Background: an optimization exercise with open tools, aiming at small area, a short achievable clock period and few clock cycles per item. Do not read the settings as production practice.
For this run, only the layout was checked, not whether the RTL still works.
Power is estimated from default activity; no workload was simulated.

==> flow/design.v <==
package fp_addsub_pkg;
  typedef struct packed {
    logic                 sign;
    logic [8-1:0] exp;
    logic [23-1:0] frac;
  } fp_word_t;
  typedef struct packed {
    fp_word_t a;
    fp_word_t b;
    logic     sub;    
  } fp_op_t;
  typedef struct packed {
    logic overflow;
    logic underflow;
    logic inexact;
  } fp_flags_t;
  typedef struct packed {
    fp_word_t  value;
    fp_flags_t flags;
  } fp_res_t;
  typedef enum logic [2:0] {
    IDLE,
    PRE_NORMALIZING,
    OPERATION,
    NORMALIZING,
    SHIFTING_EXPONENT,
    ROUNDING,
    RESULT,
    RELEASE
  } lane_state_t;
endpackage
module fp_addsub_top (
  input  logic        clk,
  input  logic        rst_n,
  input  logic        in_req,
  output logic        in_ack,
  input  logic [64:0] in_op,      
  output logic        out_req,
  input  logic        out_ack,
  output logic [34:0] out_res     
);
  logic v1, v2, v3, v4, rq, acc;
  logic xfer, pair, ready, accept, mv34;
  assign xfer    = v4 & rq & out_ack;              
  assign out_req = v4 & (rq | ~out_ack);
  assign pair    = (v1 & (v2 | v3 | v4)) | (v2 & (v3 | v4)) | (v3 & v4);
  assign ready   = ~pair | xfer;                   
  assign in_ack  = in_req & (acc | ready);
  assign accept  = in_req & ~acc & ready;
  assign mv34    = v3 & ~v4;                       
  always_ff @(posedge clk) begin
    if (!rst_n) begin
      v1  <= 1'b0;
      v2  <= 1'b0;
      v3  <= 1'b0;
      v4  <= 1'b0;
      rq  <= 1'b0;
      acc <= 1'b0;
    end else begin
      v1  <= accept;
      v2  <= v1;
      v3  <= v2 | (v3 & ~mv34);
      v4  <= mv34 | (v4 & ~xfer);
      rq  <= out_req & ~out_ack;
      acc <= in_req & in_ack;
    end
  end
  logic        a_s, b_s, op_sub;
  logic [7:0]  a_e, b_e;
  logic [22:0] a_f, b_f;
  logic        a_nz, b_nz, b_gt, a_ge_e, swap, s_nz;
  logic [7:0]  d_ab, d_ba;
  logic        sign_a, subx_a, l_nz_a;
  logic [7:0]  l_e_a;
  logic [22:0] l_f_a;
  logic [23:0] s_m_a;
  logic [7:0]  ed_a;
  always_comb begin
    {a_s, a_e, a_f, b_s, b_e, b_f, op_sub} = in_op;
  end
  pfx_gt #(31) cmp_i (.a({a_e, a_f}), .b({b_e, b_f}), .gt(b_gt));
  bk_add #(8) dab_i (.a(a_e), .b(~b_e), .cin(1'b1), .s(d_ab), .cout(a_ge_e));
  bk_add #(8) dba_i (.a(b_e), .b(~a_e), .cin(1'b1), .s(d_ba), .cout());
  always_comb begin
    a_nz   = |a_e;
    b_nz   = |b_e;
    swap   = b_gt & b_nz;
    sign_a = swap ? (b_s ^ op_sub) : a_s;
    subx_a = a_s ^ b_s ^ op_sub;
    l_nz_a = a_nz | b_nz;
    l_e_a  = swap ? b_e : a_e;
    l_f_a  = (swap ? b_f : a_f) & {23{l_nz_a}};
    s_nz   = swap ? a_nz : b_nz;
    s_m_a  = {s_nz, (swap ? a_f : b_f) & {23{s_nz}}};
    ed_a   = a_ge_e ? d_ab : d_ba;
  end
  logic        sign1, subx1, l_nz1;
  logic [7:0]  l_e1;
  logic [22:0] l_f1;
  logic [23:0] s_m1;
  logic [7:0]  ed1;
  always_ff @(posedge clk) begin
    sign1 <= sign_a;
    subx1 <= subx_a;
    l_nz1 <= l_nz_a;
    l_e1  <= l_e_a;
    l_f1  <= l_f_a;
    s_m1  <= s_m_a;
    ed1   <= ed_a;
  end
  logic [26:0] s_sh, al;
  logic [4:0]  sh1;
  logic        sticky;
  always_comb begin
    sh1    = ((|ed1[7:5]) | (ed1[4:0] > 5'd26)) ? 5'd27 : ed1[4:0];
    s_sh   = {s_m1, 3'b000} >> sh1;
    sticky = 1'b0;
    for (int j = 0; j < 24; j++) begin
      if (5'(j + 3) < sh1) sticky = sticky | s_m1[j];
    end
    al = {s_sh[26:1], s_sh[0] | sticky};
  end
  logic        sign2, subx2, l_nz2;
  logic [7:0]  l_e2;
  logic [22:0] l_f2;
  logic [26:0] al2;
  always_ff @(posedge clk) begin
    sign2 <= sign1;
    subx2 <= subx1;
    l_nz2 <= l_nz1;
    l_e2  <= l_e1;
    l_f2  <= l_f1;
    al2   <= al ^ {27{subx1}};
  end
  logic        c_c;
  logic [26:0] s_c;
  sk_add #(27) add_i (.a({l_nz2, l_f2, 3'b000}), .b(al2), .cin(subx2), .s(s_c), .cout(c_c));
  logic        sign3, subx3;
  logic [7:0]  l_e3;
  logic [27:0] sum3;
  always_ff @(posedge clk) begin
    if (v2) begin
      sign3 <= sign2;
      subx3 <= subx2;
      l_e3  <= l_e2;
      sum3  <= {c_c & ~subx2, s_c};
    end
  end
  logic        carry, zero, uf, ov, up, lost, rc, kill, g, rs, wsel;
  logic [23:0] keep;
  logic [22:0] rnd;
  logic [4:0]  lz;
  logic [31:0] lzx;
  logic [26:0] norm;
  logic [7:0]  e_f, e_w, e_n, e_p1, e_p2, e_m1;
  logic [26:0] hmask;
  logic        sign_d;
  logic [7:0]  e_d;
  logic [22:0] f_d;
  logic [2:0]  fl_d;
  logic [15:0] z1;  logic [15:0]   c1;
  logic [7:0]  z2;  logic [7:0][1:0] c2;
  logic [3:0]  z3;  logic [3:0][2:0] c3;
  logic [1:0]  z4;  logic [1:0][3:0] c4;
  always_comb begin
    lzx = {sum3[26:0], 5'b11111};
    for (int k = 0; k < 16; k++) begin
      z1[k] = ~lzx[2*k+1] & ~lzx[2*k];
      c1[k] = ~lzx[2*k+1];
    end
    for (int k = 0; k < 8; k++) begin
      z2[k] = z1[2*k+1] & z1[2*k];
      c2[k] = z1[2*k+1] ? {1'b1, c1[2*k]} : {1'b0, c1[2*k+1]};
    end
    for (int k = 0; k < 4; k++) begin
      z3[k] = z2[2*k+1] & z2[2*k];
      c3[k] = z2[2*k+1] ? {1'b1, c2[2*k]} : {1'b0, c2[2*k+1]};
    end
    for (int k = 0; k < 2; k++) begin
      z4[k] = z3[2*k+1] & z3[2*k];
      c4[k] = z3[2*k+1] ? {1'b1, c3[2*k]} : {1'b0, c3[2*k+1]};
    end
    lz = z4[1] ? {1'b1, c4[0]} : {1'b0, c4[1]};
  end
  always_comb begin
    carry = sum3[27];
    zero  = (sum3 == 28'd0);
    norm  = sum3[26:0] << lz;                  
    if (carry) begin
      keep = sum3[27:4];
      g    = sum3[3];
      rs   = |sum3[2:0];
    end else if (sum3[26]) begin
      keep = sum3[26:3];
      g    = sum3[2];
      rs   = |sum3[1:0];
    end else begin
      keep = sum3[25:2];
      g    = sum3[1];
      rs   = sum3[0];
    end
    up   = g & (rs | keep[0]);
    lost = g | rs;
    rc   = up & (&keep);
    wsel = carry | sum3[26] | sum3[25];
  end
  bk_add #(23) rnd_i (.a(keep[22:0]), .b(23'd0), .cin(up), .s(rnd), .cout());
  assign e_p1 = l_e3 + 8'd1;
  assign e_p2 = l_e3 + 8'd2;
  assign e_m1 = l_e3 - 8'd1;
  assign e_w  = carry    ? (rc ? e_p2 : e_p1) :
                sum3[26] ? (rc ? e_p1 : l_e3) :
                           (rc ? l_e3 : e_m1);
  bk_add #(8)  en_i  (.a(l_e3), .b({3'b111, ~lz}), .cin(1'b1), .s(e_n), .cout());
  assign e_f = wsel ? e_w : e_n;
  always_comb begin
    if (carry)          ov = (l_e3 >= 8'd254) | ((l_e3 == 8'd253) & rc);
    else if (sum3[26])  ov = (l_e3 == 8'd255) | ((l_e3 == 8'd254) & rc);
    else if (sum3[25])  ov = (l_e3 == 8'd255) & rc;
    else                ov = 1'b0;
    for (int i = 0; i < 27; i++) hmask[i] = (l_e3[4:0] >= 5'(27 - i));
    uf   = ~zero & ~carry & (l_e3[7:5] == 3'd0) & ~|(sum3[26:0] & hmask);
    kill = uf | ov;
    sign_d = zero ? (sign3 & ~subx3) : sign3;
    e_d    = ov ? 8'hff : ((zero | uf) ? 8'd0 : e_f);
    f_d    = kill ? 23'd0 : (wsel ? rnd : norm[25:3]);
    fl_d   = {ov, uf, lost | kill};
  end
  logic        sign4;
  logic [7:0]  e4;
  logic [22:0] f4;
  logic [2:0]  fl4;
  always_ff @(posedge clk) begin
    if (mv34) begin
      sign4 <= sign_d;
      e4    <= e_d;
      f4    <= f_d;
      fl4   <= fl_d;
    end
  end
  assign out_res = {sign4, e4, f4, fl4};
endmodule
module bk_add #(parameter int N = 8) (
  input  logic [N-1:0] a,
  input  logic [N-1:0] b,
  input  logic         cin,
  output logic [N-1:0] s,
  output logic         cout
);
  logic [N-1:0] p, gg, pp;
  always_comb begin
    p     = a ^ b;
    gg    = a & b;
    pp    = p;
    gg[0] = gg[0] | (p[0] & cin);
    for (int l = 0; (1 << l) < N; l++) begin
      for (int i = (2 << l) - 1; i < N; i += (2 << l)) begin
        gg[i] = gg[i] | (pp[i] & gg[i - (1 << l)]);
        pp[i] = pp[i] & pp[i - (1 << l)];
      end
    end
    for (int l = 30; l >= 0; l--) begin
      if ((2 << l) <= N) begin
        for (int i = 3 * (1 << l) - 1; i < N; i += (2 << l)) begin
          gg[i] = gg[i] | (pp[i] & gg[i - (1 << l)]);
          pp[i] = pp[i] & pp[i - (1 << l)];
        end
      end
    end
    s[0] = p[0] ^ cin;
    for (int i = 1; i < N; i++) s[i] = p[i] ^ gg[i - 1];
    cout = gg[N - 1];
  end
endmodule
module sk_add #(parameter int N = 8) (
  input  logic [N-1:0] a,
  input  logic [N-1:0] b,
  input  logic         cin,
  output logic [N-1:0] s,
  output logic         cout
);
  logic [N-1:0] p, gg, pp;
  always_comb begin
    p     = a ^ b;
    gg    = a & b;
    pp    = p;
    gg[0] = gg[0] | (p[0] & cin);
    for (int l = 0; (1 << l) < N; l++) begin
      for (int i = 0; i < N; i++) begin
        if ((i & (1 << l)) != 0) begin
          gg[i] = gg[i] | (pp[i] & gg[(i & ~((1 << l) - 1)) - 1]);
          pp[i] = pp[i] & pp[(i & ~((1 << l) - 1)) - 1];
        end
      end
    end
    s[0] = p[0] ^ cin;
    for (int i = 1; i < N; i++) s[i] = p[i] ^ gg[i - 1];
    cout = gg[N - 1];
  end
endmodule
module pfx_gt #(parameter int N = 8) (
  input  logic [N-1:0] a,
  input  logic [N-1:0] b,
  output logic         gt
);
  logic [N-1:0] gg, tt;
  always_comb begin
    gg = b & ~a;
    tt = b | ~a;
    for (int l = 0; (1 << l) < N; l++) begin
      for (int i = (2 << l) - 1; i < N; i += (2 << l)) begin
        gg[i] = gg[i] | (tt[i] & gg[i - (1 << l)]);
        tt[i] = tt[i] & tt[i - (1 << l)];
      end
    end
    for (int l = 30; l >= 0; l--) begin
      if ((2 << l) <= N) begin
        for (int i = 3 * (1 << l) - 1; i < N; i += (2 << l)) begin
          gg[i] = gg[i] | (tt[i] & gg[i - (1 << l)]);
          tt[i] = tt[i] & tt[i - (1 << l)];
        end
      end
    end
    gt = gg[N - 1];
  end
endmodule
==> flow/run.sh <==
#!/bin/bash
# synth_recipe.tcl (not shown) runs the flow's synth.tcl, then flattens the netlist and writes it again
# the make line also repeats each setting of config.mk as NAME=value (left out here)
make -C /OpenROAD-flow-scripts/flow DESIGN_CONFIG=/design/flow/config.mk WORK_HOME=/design/flow/orfs CLKGATE_MAP_FILE= SYNTH_SCRIPT=/design/flow/synth_recipe.tcl finish
==> flow/config.mk <==
export PLATFORM = sky130hd
export DESIGN_NAME = fp_addsub_top
export DESIGN_NICKNAME = fp_addsub_top
export VERILOG_FILES = /design/flow/design.v
export SDC_FILE = /design/flow/constraint.sdc
export NUM_CORES = 4
export LEC_CHECK = 0
export ABC_AREA = 1
export CAP_MARGIN = 20
export CORE_MARGIN = 2
export CORE_UTILIZATION = 40
export SETUP_SLACK_MARGIN = 3.2
export SLEW_MARGIN = 20
export TNS_END_PERCENT = 5
==> flow/constraint.sdc <==
create_clock -name core_clock -period 6.5 [get_ports {clk}]
set_input_delay 1.3000 -clock core_clock [delete_from_list [all_inputs] [get_ports {clk}]]
set_output_delay 1.3000 -clock core_clock [all_outputs]
set_load 0.01 [all_outputs]
==> impl_results.md <==
- Final Hold Vio Count: 0
- Register area: about 4900 µm²
- # clock sinks: 206
- DRC Markers: 0
- First-pass GRT wire length: approximately 73 mm
- Vias in the first global route: 13,275
- Crit-path slowest cell: dlygate4sd2_1
- DRT Pass-1 Iters: 8
- Leak Pwr: 8.32 nW
- Int Power: ~2.9 mW
- Combinational Power Share: 31.8%
- Clock group share of total power: between 30% and 40%
- Horiz. Die Dim: 193 µm
- Skew final: approximately 0.026 ns
- Worst path arrival time: 2.17 ns
- Max clock buf depth: 3
- Max-slew violations: 0
- CTS Buf Count: 23
- Routed len/inst: about 18 µm
- Crit-path leading delay family: buffers and inverters
- Sequential group share of total power: 37.6%
- Net load switching power: approximately 1.5 mW
- Worst Path Required: between 5 and 6 ns
- Crit path buf inv count: 2
- Max-Cap Viols: 0
- Rows: 69
- Largest net degree at the start of global routing: between 50 and 60
- All-Layer GR Usage: 25.3%
- Die Ht: 193 µm
- Maximum clock frequency: around 0.29 GHz
- CTS H-tree depth: 1
- Fill cells: ~3,500
- Multi-input logic area: about 8600 µm²
- Final worst path period need: around 3.5 ns
- Worst relative slew slack: around 31%
- Port Buf Inserts: roughly 110
- Hold slack: ~0.32 ns
- CTS clk-pin slew, worst paths: ~0.06 ns
- Root buffer cell: clkbuf_16
- Slew @ Worst Pin: between 1 and 1.5 ns
- Place WS: 1.43 ns
- Final core utilization: approximately 50%
- Power per cell area: approximately 250 nW/µm²
- Crit Path Max Fanout: 3
- Initial core utilization: between 40% and 50%
- VDD IR max: about 150 µV
- Final Total Pwr: about 4.4 mW
- Hpwl dp: roughly 35 mm
- Total negative slack: 0 ns
- Area delta synth->final: 23.8%
- Worst path max stage delay: between 0.2 and 0.3 ns
- # IOs: ~110
- RSZ-0062 raised after global routing: true
- RePlAce Congestion: 0.986
- Worst Hold Class: flop to flop
- Final net count: about 2,400
- Die Area: 37,100 µm²
- Type of origin of the critical path: input port
- Post-synthesis sequential area ratio: approximately a third
- Hold_buf cts: 0
- Crit share post-route: between 50% and 60%
- Via count: roughly 14,000
- Cell total after placement: 2,571
- Final setup fails: 0
- Overflow after GRT: 0
- TritonCTS clock tree: done
- Core area: ~35,000 µm²
- Flop and latch count out of synthesis: between 200 and 250
- YS warnings: 38
- Worst Setup Path Type: input port to primary output
- Cell chain of the critical path: dlygate4sd2_1 -> nand3_1 -> and3_1 -> a21boi_1 -> buf_2
- Post-route ant nets: 0
- Design Area, Final: around 18,000 µm²
- Synth Instances: roughly 2,100
- Sw Ratio: between 30 and 40%
- Syn Area/Cell: around 7 µm²
- Worst-Skew Late Latency: 0.54 ns
- Vias/cell: approximately 5.4
- Synthesized area: roughly 14,000 µm²
- Syn nets: approximately 2,200
- Placed standard-cell area: around 16,000 µm²
- Layout cells sized above 1: about a tenth
- Run status: finished clean
- Slack of the critical path: slightly above 3 ns
- DRT Wirelength: 48.7 mm
- Nature of the critical path endpoint: primary output
- Initial antenna violation count: 1
- Finished Layout Cells: roughly 2,700
- Number of library cell types mapped by synthesis: between 40 and 50
- Diode count: 0
- 1st-iter DRT viols: between 1,000 and 1,500
worst register-to-register path, cell delays in order (launching register included):
cell and delay, ns:
edfxtp_1 0.42, buf_4 0.16, buf_4 0.16, nand2_1 0.07, o21ai_0 0.08, a21oi_1 0.25, nand2_1 0.08, nand2_1 0.12
inv_1 0.08, ha_1 0.18, ha_1 0.19, inv_1 0.08, nor2_1 0.06, nand2_1 0.12, inv_1 0.07, nand2_1 0.11
nor2_1 0.06, ha_1 0.19, o21ai_0 0.29, o31ai_1 0.12, a21oi_1 0.16, nor2_1 0.06
cell usage after synthesis, drive strengths merged:
master	count	share of area [%]
inv	217	5.8
xor2	48	3.0
edfxtp	73	15
fa	14	2.0
a22oi	1	0.053
o21a	5	0.26
xnor2	4	0.25
dfxtp	133	19
nand3b	4	0.21
nor3	18	0.63
buf	37	1.6
a21oi	115	4.0
or2	2	0.088
nand2	610	16
o221ai	22	1.5
o21bai	1	0.053
o211ai	25	1.3
a31oi	5	0.22
o31ai	3	0.16
o22ai	5	0.22
clkbuf	49	1.3
a211oi	4	0.21
a22o	1	0.062
mux2i	12	0.84
clkinv	2	0.053
a31o	1	0.062
nor2	224	6.0
and3	3	0.13
o2111ai	2	0.12
ha	71	6.2
o21ai	151	5.3
a21boi	2	0.11
and2	2	0.088
nand3	187	6.6
nor4	5	0.22
nand4	18	0.79
a21o	2	0.11
timing repair:
action,CTS,global route
setup endpoints to repair,120,116
pin swaps,11,30
cloned,6,8
resized for setup,76,81
setup buffers,42,29
layout by cell type (no fill, tap or decap), drive strengths merged, types with 3 or more instances in the layout:
master	n
a31oi	5
mux2i	12
nand3	187
o211ai	25
nor4	5
edfxtp	73
xnor2	4
clkbuf	37
a211oi	4
ha	71
inv	219
a21oi	115
xor2	48
and3	3
dlymetal6s2s	21
o22ai	5
dfxtp	133
o31ai	3
nand4	18
clkdlybuf4s50	81
fa	14
o21a	5
buf	85
nand2	617
o221ai	22
nor2	225
nand3b	4
nor3	18
clkinv	6
o21ai	151
state kept, by name, summed over array words and instances (netlist names), 3 cells and up:
name,count
l_e3,8
e4,8
al2,27
l_e1,8
l_e2,8
f4,23
s_m1,24
ed1,8
l_f1,23
fl4,3
l_f2,23
sum3,28
power by group through the flow:
| stage | clock network, mW | registers, mW | logic, mW |
|---|---|---|---|
| 2_1_floorplan | 0 | 1.63 | 0.891 |
| 3_3_place_gp | 0 | 1.68 | 1.22 |
| 3_5_place_dp | 0 | 1.69 | 1.23 |
| 4_1_cts | 1.37 | 1.65 | 1.31 |
| 5_1_grt | 1.42 | 1.66 | 1.55 |
| 6_report | 1.33 | 1.64 | 1.39 |
kinds of logic (layout without fill, tap and decap cells):
kind of cell,Yosys count,count (layout),synth area share (%)
compound gates,345,345,13.8
flops,206,206,34.1
xor+xnor,52,52,3.20
simple gates,1073,1081,31.1
buf+inv,305,455,8.67
fa+ha+maj,85,85,8.22
mux,12,12,0.845
cell type report:
| type | count | area share (%) |
|---|---|---|
| Clock buffer | 34 | 4.09 |
| Timing Repair inverter | 2 | 0.0853 |
| Multi-Input combinational cell | 1575 | 48.6 |
| Tap cell | 461 | 3.28 |
| Clock inverter | 7 | 0.369 |
| Inverter | 219 | 5.07 |
| Timing Repair Buffer | 193 | 11.0 |
| Sequential cell | 206 | 27.6 |
layer usage:
layer	track usage, %	wire, µm	part of all wire [%]
met1	31.2	19900	41
met2	44.1	23500	48
met3	2.69	2830	5.8
met4	12.5	2550	5.2
met5	0	11	0.023
final timing paths:
kind	from	endpoint	slack, ns	cells after the start
worst max-delay path	out_ack	in_ack	3.03	5
worst min-delay path	l_e1[1]	l_e2[1]	0.32	0
worst max register to register	sum3[27]	f4[15]	3.08	21
worst min register to register	l_e1[1]	l_e2[1]	0.32	0

## afterwards: timing with drivers on the ports
Ports are ideal in the flow. The routed layout listed here was re-timed in OpenROAD.
Step 1, drivers: a clkbuf_16 drives clk and a buf_2 each remaining input, both assumed.
Step 2 moves the port delays by t, midway between the first and last clock arrival at a register: inputs arrive t later, outputs are due t later. That takes back most of the time a late clock gives input paths.
Slacks: ideal / step 1 / step 2; pairs: ideal / step 1.
t (ns): 0.574
slack for setup (ns): 3.026 / 3.005 / 2.648
latest minus earliest clock arrival (ns): 0.026 / 0.026
worst data-port slew with drivers (ns): 0.04
After both steps setup and hold are still met in this run. The setup slack of this run moves by -0.021 ns with the drivers and by -0.378 ns with both steps.
